Source: an optimization exercise on an open RTL-to-GDS flow (aim: small area). Production flows keep margins and buffers that such runs may drop. The RTL was checked by simulation tests, not by an equivalence proof against the original design. Power is estimated from default activity; no workload was simulated.

==> flow/design.v (excerpt) <==
module reorder_buffer #(
  parameter int ROB_WIDTH = 4,
  parameter int DATA_W    = 32
) (
  input  logic                 clk,
  input  logic                 rst,
  input  logic                 in_assign_ena,
  input  logic [DATA_W-1:0]    in_inst,
  input  logic [4:0]           in_reg_rd,
  input  logic [DATA_W-1:0]    in_pc,
  input  logic                 in_predicted_taken,
  output logic [ROB_WIDTH-1:0] out_assigned_tag,
  output logic                 out_full,
  input  logic [ROB_WIDTH-1:0] in_query_tag1,
  input  logic [ROB_WIDTH-1:0] in_query_tag2,
  output logic                 out_query_tag1_ready,
  output logic                 out_query_tag2_ready,
  output logic [DATA_W-1:0]    out_query_ready_value1,
  output logic [DATA_W-1:0]    out_query_ready_value2,
  input  logic                 in_cdb_ena,
  input  logic [ROB_WIDTH-1:0] in_cdb_tag,
  input  logic [DATA_W-1:0]    in_cdb_value,
  input  logic                 in_cdb_taken,
  input  logic [DATA_W-1:0]    in_cdb_target,
  output logic                 out_commit_ena,
  output logic [4:0]           out_commit_rd,
  output logic [DATA_W-1:0]    out_commit_value,
  output logic [ROB_WIDTH-1:0] out_commit_tag,
  output logic                 out_store_commit_ena,
  output logic [ROB_WIDTH-1:0] out_store_commit_tag,
  output logic                 out_rollback,
  output logic [DATA_W-1:0]    out_correct_pc,
  output logic                 out_bp_update_ena,
  output logic [DATA_W-1:0]    out_bp_pc,
  output logic                 out_bp_taken
);
  localparam int N = (1 << ROB_WIDTH) - 1;
  typedef logic [ROB_WIDTH-1:0] tag_t;
  localparam logic [6:0] OP_STORE  = 7'b0100011;
  localparam logic [6:0] OP_BRANCH = 7'b1100011;
  localparam logic [6:0] OP_JALR   = 7'b1100111;
  tag_t              head_q, tail_q, count_q, prev_q;
  logic [N:1]        busy_q, ready_q;
  logic [DATA_W-1:0] val_q [1:N];
  logic [DATA_W-1:0] tgt_q [1:N];
  logic [DATA_W-1:0] a_q   [1:N];
  logic [N:1]        br_q, pr_q, tk_q;
  ...
export LEC_CHECK = 0
export CAP_MARGIN = 5
export CORE_MARGIN = 2
export CORE_UTILIZATION = 60
export CTS_BUF_LIST = sky130_fd_sc_hd__clkbuf_16
export CTS_CLUSTER_DIAMETER = 90
export CTS_CLUSTER_SIZE = 26
export SETUP_SLACK_MARGIN = 0.1
export SLEW_MARGIN = 5
export SYNTH_HIERARCHICAL = 1
export SYNTH_MINIMUM_KEEP_SIZE = 0
create_clock -name core_clock -period 5.5 [get_ports {clk}]
standard.sh (not shown) runs the stock make flow with config.mk's settings and CLKGATE_MAP_FILE= SYNTH_SCRIPT=/design/flow/synth_recipe.tcl, a recipe that flattens the netlist after the stock synthesis.
==> flow/flow/run.sh <==
#!/bin/bash
# Standard ORFS layout (the standard.sh, standard synthesis unchanged) with two knobs:
#  - port buffers use a plain buffer cell instead of the default delay cell;
#  - CTS does not insert dummy loads.
set -euo pipefail
bash standard.sh \
  "BUFFER_PORTS_ARGS=-buffer_cell sky130_fd_sc_hd__buf_1" \
  "CTS_ARGS=-sink_clustering_enable -repair_clock_nets -sink_clustering_size 26 -sink_clustering_max_diameter 90 -buf_list sky130_fd_sc_hd__clkbuf_16 -dont_use_dummy_load" \
  finish > make.log 2>&1
The first run went through all stages and came out clean.
Then changed:
--- a/flow/design.v
+++ b/flow/design.v
@@ -66,32 +66,26 @@
   logic [N:1][DATA_W-1:0] val_p;
   for (genvar i = 1; i <= N; i++) begin : g_valp
     assign val_p[i] = val_q[i];
   end
   rob_sel15 #(DATA_W) u_q1 (.sel(q1_oh), .d(val_p), .y(q_val1));
   rob_sel15 #(DATA_W) u_q2 (.sel(q2_oh), .d(val_p), .y(q_val2));
   assign out_query_ready_value1 = cdb_hit1 ? in_cdb_value : q_val1;
   assign out_query_ready_value2 = cdb_hit2 ? in_cdb_value : q_val2;
   logic [2:0] h_kind;    
-  logic       h_br, h_pr, h_tk;
-  always_comb begin
-    h_kind = '0; h_br = 1'b0; h_pr = 1'b0; h_tk = 1'b0;
-    for (int i = 1; i <= N; i++) begin
-      if (head_oh[i]) begin
-        h_kind |= a_q[i][7:5];
-        h_br   |= br_q[i];
-        h_pr   |= pr_q[i];
-        h_tk   |= tk_q[i];
-      end
-    end
-  end
+  logic       h_br, h_pr, h_tk, h_rdy;
+  logic [N:1][6:0] h_p;
+  for (genvar i = 1; i <= N; i++) begin : g_hp
+    assign h_p[i] = {a_q[i][7:5], br_q[i], pr_q[i], tk_q[i], ready_q[i]};
+  end
+  rob_sel15 #(7) u_h (.sel(head_oh), .d(h_p), .y({h_kind, h_br, h_pr, h_tk, h_rdy}));
   logic commit_fire, alloc_fire, rollback_fire, h_jalr;
-  assign commit_fire   = |(head_oh & ready_q);
+  assign commit_fire   = h_rdy;
   assign alloc_fire    = in_assign_ena && (count_q != tag_t'(N));
   assign h_jalr        = !h_br && h_kind[1];
   assign rollback_fire = commit_fire && (h_jalr || (h_br && (h_tk != h_pr)));
   logic [6:0] op;
   logic       in_store, in_br, in_jalr;
   logic [DATA_W-1:0] a_in;
   assign op       = in_inst[6:0];
   assign in_store = (op == OP_STORE);
   assign in_br    = (op == OP_BRANCH);
Final cell count goes down by 1.4%. Non-clock buffer count goes down by 24. Power goes down by 1.1%. Sequential cell count does not change. Cell area goes down by 0.97%. Routed wire length goes down by 2.2%. Worst setup slack degrades by 0.018 ns. Fmax goes down by 0.34%. Die area goes down by 0.90%. Count of clock-buffer cells in the layout is unchanged. Via count goes down by 1.2%. Hold slack improves by 0.20 ns. Clock power barely changes.

## afterwards: timing with drivers on the ports
How much do the figures lean on ideal ports? The routed layouts below were timed once more, with nothing changed but the port constraints.
Step 1 (the two cells are an assumption about what drives the block):
set clk [get_ports {clk}]
set_driving_cell -lib_cell sky130_fd_sc_hd__clkbuf_16 $clk
set_driving_cell -lib_cell sky130_fd_sc_hd__buf_2 [delete_from_list [all_inputs] $clk]
Step 2, shift: input delay + t, output delay - t, t = (earliest + latest rising clock arrival at the registers) / 2. This alone moves slack from input paths to output paths.
Three values: no drivers, after step 1, after step 2; two values: the first two.
run | shift t [ns] | setup slack, ns | worst setup path after step 2 | worst slew at a driven data input, ns | pins driven straight from the clock port
the first run | 0.757 | 0.151 / 0.070 / 0.422 | input to output | 0.16 | 1
the second run | 0.762 | 0.132 / 0.043 / 0.043 | input to output | 0.17 | 1
After both steps setup and hold are still met in every run listed. For the second run, which loses most, drivers alone change the setup slack by -0.089 ns; drivers and shift together by -0.089 ns.
